Background: an optimization exercise with open tools, aiming at small area, a short achievable clock period and few clock cycles per item. Do not read the settings as production practice.
At most, simulation tests tie the RTL to the original design; equivalence was not proved.

==> job 9915 <==
Design ifft_butterfly_stage, start of the top module:
module ifft_butterfly_stage #(
   parameter int DW = 16,
   parameter int TW = 16,
   parameter int OW = 18
) (
   input  logic                 clk,
   input  logic                 rst,
   input  logic                 in_valid,
   output logic                 in_ready,
   input  logic signed [DW-1:0] in1_real,
   input  logic signed [DW-1:0] in1_imag,
   input  logic signed [DW-1:0] in2_real,
   input  logic signed [DW-1:0] in2_imag,
   input  logic signed [TW-1:0] twiddle_real,
   input  logic signed [TW-1:0] twiddle_imag,
   output logic                 out_valid,
   input  logic                 out_ready,
   output logic signed [OW-1:0] out1_real,
   output logic signed [OW-1:0] out1_imag,
   output logic signed [OW-1:0] out2_real,
   output logic signed [OW-1:0] out2_imag,
   output logic                 sat
);
export LEC_CHECK = 0
export CAP_MARGIN = 40
export CORE_MARGIN = 2
export CORE_UTILIZATION = 55
export SETUP_SLACK_MARGIN = 4.0
export SLEW_MARGIN = 60
export TNS_END_PERCENT = 20
create_clock -name core_clock -period 7.5 [get_ports {clk}]
standard.sh (not shown) runs the stock make flow with config.mk's settings and CLKGATE_MAP_FILE= SYNTH_SCRIPT=/design/flow/synth_recipe.tcl, a recipe that flattens the netlist after the stock synthesis.
==> flow/flow/run.sh <==
#!/bin/bash
# Layout flow: the standard flow, with two changes between synthesis and floorplan/placement.
#  1. After the standard synthesis, flow/fixpol.py removes inverters around full-adder cells by
#     complementing full adders (all three inputs and both outputs) and swapping xor2/xnor2
#     cells. Registers, ports and the logic function are unchanged.
#  2. Ports are buffered with buf_4 cells instead of the default delay-buffer cells.
# Each tool's output goes to a log file of its own in this folder.
set -euo pipefail
R=orfs/results/sky130hd/ifft_butterfly_stage/base
bash standard.sh synth > log_synth.txt 2>&1
cp "$R/1_2_yosys.v" synth_standard.v
python3 flow/fixpol.py synth_standard.v "$R/1_2_yosys.v" > log_fixpol.txt 2>&1
export BUFFER_PORTS_ARGS="-buffer_cell sky130_fd_sc_hd__buf_4"
bash standard.sh finish > log_finish.txt 2>&1
Other scripts of this flow, unchanged in this note and not shown: flow/flow/fixpol.py
==> job 9908: changes against job 9915 <==
Settings changed: CAP_MARGIN 40 to 20, CORE_UTILIZATION 55 to 60, SLEW_MARGIN 60 to 20.
==> job 6191: changes against job 9915 <==
Settings changed: CAP_MARGIN 40 to 20, SETUP_SLACK_MARGIN 4.0 to 3.9, SLEW_MARGIN 60 to 20.
==> qor summary <==
| item | job 9915 | job 6191 | job 9908 |
|---|---|---|---|
| Result of the run | timing/DRC/antenna clean | timing/DRC/antenna clean | timing/DRC/antenna clean |
| Met3 routed WL | 15.0 mm | 14.7 mm | 16.3 mm |
| Total number of vias | 28500 | 28100 | 28700 |
| Final Net Count | 4120 | 4097 | 4111 |
| Met2 WL post-DR | 55.1 mm | 54.7 mm | 54.0 mm |
| CP max stage delay | 0.59 ns | 0.60 ns | 0.56 ns |
| Non-clock buffering overhead | 7.63% | 6.04% | 7.08% |
| Global placement routability congestion | 0.899 | 0.899 | 0.911 |
| Met3 global-route usage | 10.4% | 10.1% | 11.0% |
| Worst setup slack before clock tree synthesis | 3.66 ns | 3.21 ns | 3.59 ns |
| Number of cells traversed by the worst register-to-register path | 8 | 7 | 12 |
| Max Clock Skew | 0.0191 ns | 0.0242 ns | 0.0276 ns |
| Final routed wire length divided by cell count | 28.1 µm | 28.0 µm | 28.6 µm |
Testbench counts of job 9915, summed over its fixed seeds: cycles 16,024, items 16,000.
Testbench counts of job 9908, summed over its fixed seeds: cycles 16,024, items 16,000.
Testbench counts of job 6191, summed over its fixed seeds: cycles 16,024, items 16,000.

==> v33 <==
ifft_butterfly_stage, a different RTL version from the one above (not shown whole).
clock: 7.5 ns
lec_check: 0
cap_margin: 20
core_margin: 2
core_utilization: 55
setup_slack_margin: 4.0
slew_margin: 20
tns_end_percent: 20
Scripts as last shown in full above: flow/flow/run.sh
Other scripts of this flow, unchanged in this note and not shown: flow/flow/fixpol.py
==> v14 (differences from v33) <==
--- a/flow/design.v
+++ b/flow/design.v
@@ -3017,12 +3017,11 @@
    assign re_c828 = (re_s763 & re_q30_3) | (re_s763 & re_c762) | (re_q30_3 & re_c762);
    assign re_s829 = re_s765 ^ re_c764 ^ 1'b1;
    assign re_c830 = (re_s765 & re_c764) | (re_s765 & 1'b1) | (re_c764 & 1'b1);
    assign re_a = {re_c766, re_s829, re_s827, re_s825, re_s823, re_s821, re_s819, re_s817, re_s815, re_s813, re_s811, re_s809, re_s807, re_s805, re_s803, re_s801, re_s799, re_s797, re_s795, re_s793, re_s791, re_s789, re_s787, re_s785, re_s783, re_s781, re_s779, re_s777, re_s775, re_s773, re_s771, re_s769, re_s767};
    assign re_b = {re_c830, re_c828, re_c826, re_c824, re_c822, re_c820, re_c818, re_c816, re_c814, re_c812, re_c810, re_c808, re_c806, re_c804, re_c802, re_c800, re_c798, re_c796, re_c794, re_c792, re_c790, re_c788, re_c786, re_c784, re_c782, re_c780, re_c778, re_c776, re_c774, re_c772, re_c770, re_c768, re_q0_3};
-   ks_add_hi #(.W(33), .LO(14)) u_re_add (.a(re_a), .b(re_b), .s(re_v[32:14]));
-   assign re_v[13:0] = '0;
+   assign re_v = re_a + re_b;
    assign re_res = re_v[32:14];
    assign im_pp831 = ((one_r[0] & di[0]) ^ neg_r[0]);
    assign im_pp832 = (((one_r[0] & di[1]) | (two_r[0] & di[0])) ^ neg_r[0]);
    assign im_pp833 = (((one_r[0] & di[2]) | (two_r[0] & di[1])) ^ neg_r[0]);
    assign im_pp834 = (((one_r[0] & di[3]) | (two_r[0] & di[2])) ^ neg_r[0]);
@@ -3852,98 +3851,15 @@
    assign im_c1658 = (im_s1593 & im_q30_3) | (im_s1593 & im_c1592) | (im_q30_3 & im_c1592);
    assign im_s1659 = im_s1595 ^ im_c1594 ^ 1'b1;
    assign im_c1660 = (im_s1595 & im_c1594) | (im_s1595 & 1'b1) | (im_c1594 & 1'b1);
    assign im_a = {im_c1596, im_s1659, im_s1657, im_s1655, im_s1653, im_s1651, im_s1649, im_s1647, im_s1645, im_s1643, im_s1641, im_s1639, im_s1637, im_s1635, im_s1633, im_s1631, im_s1629, im_s1627, im_s1625, im_s1623, im_s1621, im_s1619, im_s1617, im_s1615, im_s1613, im_s1611, im_s1609, im_s1607, im_s1605, im_s1603, im_s1601, im_s1599, im_s1597};
    assign im_b = {im_c1660, im_c1658, im_c1656, im_c1654, im_c1652, im_c1650, im_c1648, im_c1646, im_c1644, im_c1642, im_c1640, im_c1638, im_c1636, im_c1634, im_c1632, im_c1630, im_c1628, im_c1626, im_c1624, im_c1622, im_c1620, im_c1618, im_c1616, im_c1614, im_c1612, im_c1610, im_c1608, im_c1606, im_c1604, im_c1602, im_c1600, im_c1598, im_q0_3};
-   ks_add_hi #(.W(33), .LO(14)) u_im_add (.a(im_a), .b(im_b), .s(im_v[32:14]));
-   assign im_v[13:0] = '0;
+   assign im_v = im_a + im_b;
    assign im_res = im_v[32:14];
    assign re_o   = re_res;
    assign im_o   = im_res;
 endmodule
-module ks_add #(
-   parameter int W = 17
-) (
-   input  logic [W-1:0] a,
-   input  logic [W-1:0] b,
-   input  logic         cin,
-   output logic [W-1:0] s
-);
-   localparam int L = $clog2(W + 1);
-   logic [L:0][W:0] g, p;
-   always_comb begin
-      g[0][0] = cin;
-      p[0][0] = 1'b0;
-      for (int i = 0; i < W; i++) begin
-         g[0][i+1] = a[i] & b[i];
-         p[0][i+1] = a[i] ^ b[i];
-      end
-      for (int l = 0; l < L; l++) begin
-         for (int i = 0; i <= W; i++) begin
-            if (i >= (1 << l)) begin
-               g[l+1][i] = g[l][i] | (p[l][i] & g[l][i-(1<<l)]);
-               p[l+1][i] = p[l][i] & p[l][i-(1<<l)];
-            end else begin
-               g[l+1][i] = g[l][i];
-               p[l+1][i] = p[l][i];
-            end
-         end
-      end
-      for (int i = 0; i < W; i++) s[i] = p[0][i+1] ^ g[L][i];
-   end
-endmodule
-module ks_add_hi #(
-   parameter int W  = 33,
-   parameter int LO = 14
-) (
-   input  logic [W-1:0]    a,
-   input  logic [W-1:0]    b,
-   output logic [W-1:LO]   s
-);
-   localparam int H  = W - LO;
-   localparam int LL = $clog2(LO);
-   localparam int LH = $clog2(H);
-   logic [LL:0][LO-1:0] gl, pl;
-   logic [LH:0][H-1:0]  gh, ph;
-   logic                c;
-   always_comb begin
-      for (int i = 0; i < LO; i++) begin
-         gl[0][i] = a[i] & b[i];
-         pl[0][i] = a[i] ^ b[i];
-      end
-      for (int l = 0; l < LL; l++) begin
-         for (int i = 0; i < LO; i++) begin
-            if (i >= (1 << l)) begin
-               gl[l+1][i] = gl[l][i] | (pl[l][i] & gl[l][i-(1<<l)]);
-               pl[l+1][i] = pl[l][i] & pl[l][i-(1<<l)];
-            end else begin
-               gl[l+1][i] = gl[l][i];
-               pl[l+1][i] = pl[l][i];
-            end
-         end
-      end
-      c = gl[LL][LO-1];
-      for (int i = 0; i < H; i++) begin
-         gh[0][i] = a[LO+i] & b[LO+i];
-         ph[0][i] = a[LO+i] ^ b[LO+i];
-      end
-      for (int l = 0; l < LH; l++) begin
-         for (int i = 0; i < H; i++) begin
-            if (i >= (1 << l)) begin
-               gh[l+1][i] = gh[l][i] | (ph[l][i] & gh[l][i-(1<<l)]);
-               ph[l+1][i] = ph[l][i] & ph[l][i-(1<<l)];
-            end else begin
-               gh[l+1][i] = gh[l][i];
-               ph[l+1][i] = ph[l][i];
-            end
-         end
-      end
-      s[LO] = ph[0][0] ^ c;
-      for (int i = 1; i < H; i++)
-         s[LO+i] = ph[0][i] ^ (gh[LH][i-1] | (ph[LH][i-1] & c));
-   end
-endmodule
 module ifft_butterfly_stage #(
    parameter int DW = 16,
    parameter int TW = 16,
    parameter int OW = 18
 ) (
@@ -3966,11 +3882,11 @@
    output logic                 sat
 );
    logic        adv, clipr, clipi, clip3;
    logic        v1_q, v2_q, v3_q, sat_q;
    logic [16:0] sr1_q, si1_q, sr2_q, si2_q, sr3_q, si3_q;
-   logic [16:0] dr1_q, di1_q, sr_d, si_d, dr_d, di_d;
+   logic [16:0] dr1_q, di1_q;
    logic [7:0]  one_r, two_r, neg_r, one_i, two_i, neg_i;
    logic [7:0]  oner_q, twor_q, negr_q, onei_q, twoi_q, negi_q;
    logic [18:0] re_d, im_d, pr3_q, pi3_q;
    assign adv      = !v3_q || out_ready;
    assign in_ready = adv;
@@ -4009,14 +3925,14 @@
          end
       end
    end
    always_ff @(posedge clk) begin
       if (adv) begin
-         sr1_q  <= sr_d;
-         si1_q  <= si_d;
-         dr1_q  <= dr_d;
-         di1_q  <= di_d;
+         sr1_q  <= {in1_real[15], in1_real} + {in2_real[15], in2_real};
+         si1_q  <= {in1_imag[15], in1_imag} + {in2_imag[15], in2_imag};
+         dr1_q  <= {in1_real[15], in1_real} - {in2_real[15], in2_real};
+         di1_q  <= {in1_imag[15], in1_imag} - {in2_imag[15], in2_imag};
          oner_q <= one_r;
          twor_q <= two_r;
          negr_q <= neg_r;
          onei_q <= one_i;
          twoi_q <= two_i;
@@ -4027,14 +3943,10 @@
          si3_q  <= si2_q;
          pr3_q  <= re_d;
          pi3_q  <= im_d;
       end
    end
-   ks_add #(.W(17)) uSr (.a({in1_real[15], in1_real}), .b({in2_real[15], in2_real}), .cin(1'b0), .s(sr_d));
-   ks_add #(.W(17)) uSi (.a({in1_imag[15], in1_imag}), .b({in2_imag[15], in2_imag}), .cin(1'b0), .s(si_d));
-   ks_add #(.W(17)) uDr (.a({in1_real[15], in1_real}), .b(~{in2_real[15], in2_real}), .cin(1'b1), .s(dr_d));
-   ks_add #(.W(17)) uDi (.a({in1_imag[15], in1_imag}), .b(~{in2_imag[15], in2_imag}), .cin(1'b1), .s(di_d));
    cmult_conj uMult (
       .clk    (clk),
       .adv_i  (adv),
       .dr     (dr1_q),
       .di     (di1_q),
==> qor summary <==
metric                                                                             v14                  v33
Met3 Resource Use GR                                                             0.105               0.0704
Sequential portion of the cell area                                              0.301                0.299
Achievable clock frequency                                                     269 MHz              277 MHz
Top metal layer carrying routed signals                                           met5                 met4
Logic depth of the worst path, buffers included                                     13                   10
Clock insertion delay at the later pin of the skew report                      0.65 ns              0.68 ns
Number of antenna violations at the first check in global routing                    2                    1
Die width                                                                       277 µm               278 µm
Required arrival time at the worst endpoint                                    7.86 ns              7.89 ns
WL met3                                                                       15800 µm             12900 µm
Worst slack at placement                                                       3.31 ns              3.13 ns
Vias in the first global route                                                   31681                31741
Fraction of standard cell area in multi-input logic                              0.554                0.551
End of the worst hold path                                         si3_q[14]$_DFFE_PP_  sr3_q[16]$_DFFE_PP_
Syn Inst Count                                                                    3403                 3467
Delay of the slowest cell on the worst path                                    0.57 ns              0.59 ns
Met1 Resource Use GR                                                             0.426                0.432
Run status                                                    timing/DRC/antenna clean  timing/DRC/antenna clean
Metal1 wirelength                                                             47700 µm             49100 µm
Invs w/o clock                                                                     156                  153
Area growth, synth to finish                                                     14.8%                14.2%
Synth warn                                                                           2                    4
Testbench counts of v14, summed over its fixed seeds: cycles 16,024, items 16,000.
Function not checked in v33: the RTL went through the layout flow alone.

afterwards: timing with drivers on the ports:
How much do the figures lean on ideal ports? The routed layouts below were timed once more, with nothing changed but the port constraints.
Step 1 assumes that a clkbuf_16 drives the clock port and a buf_2 every other input.
Step 2 adds t to the input delays and takes it off the output delays; t is the mean of the earliest and latest rising clock arrival at the registers after step 1. Input paths then give back, and output paths get back, about the clock's delay inside the block.
Three values: no drivers, after step 1, after step 2; two values: the first two.
run | t (ns) | setup slack, ns | worst setup path after step 2 | latest minus earliest clock arrival (ns)
job 9915 | 0.673 | 3.970 / 3.939 / 3.716 | input to register | 0.019 / 0.020
job 9908 | 0.688 | 3.871 / 3.871 / 3.751 | input to register | 0.030 / 0.030
job 6191 | 0.676 | 3.898 / 3.898 / 3.644 | input to register | 0.024 / 0.025
v33 | 0.720 | 3.893 / 3.893 / 3.385 | input to register | 0.050 / 0.050
v14 | 0.698 | 3.776 / 3.776 / 3.370 | input to register | 0.040 / 0.039
After both steps every run listed still meets setup and hold. For v33, which loses most, drivers alone change the setup slack by 0.000 ns; drivers and shift together by -0.508 ns.
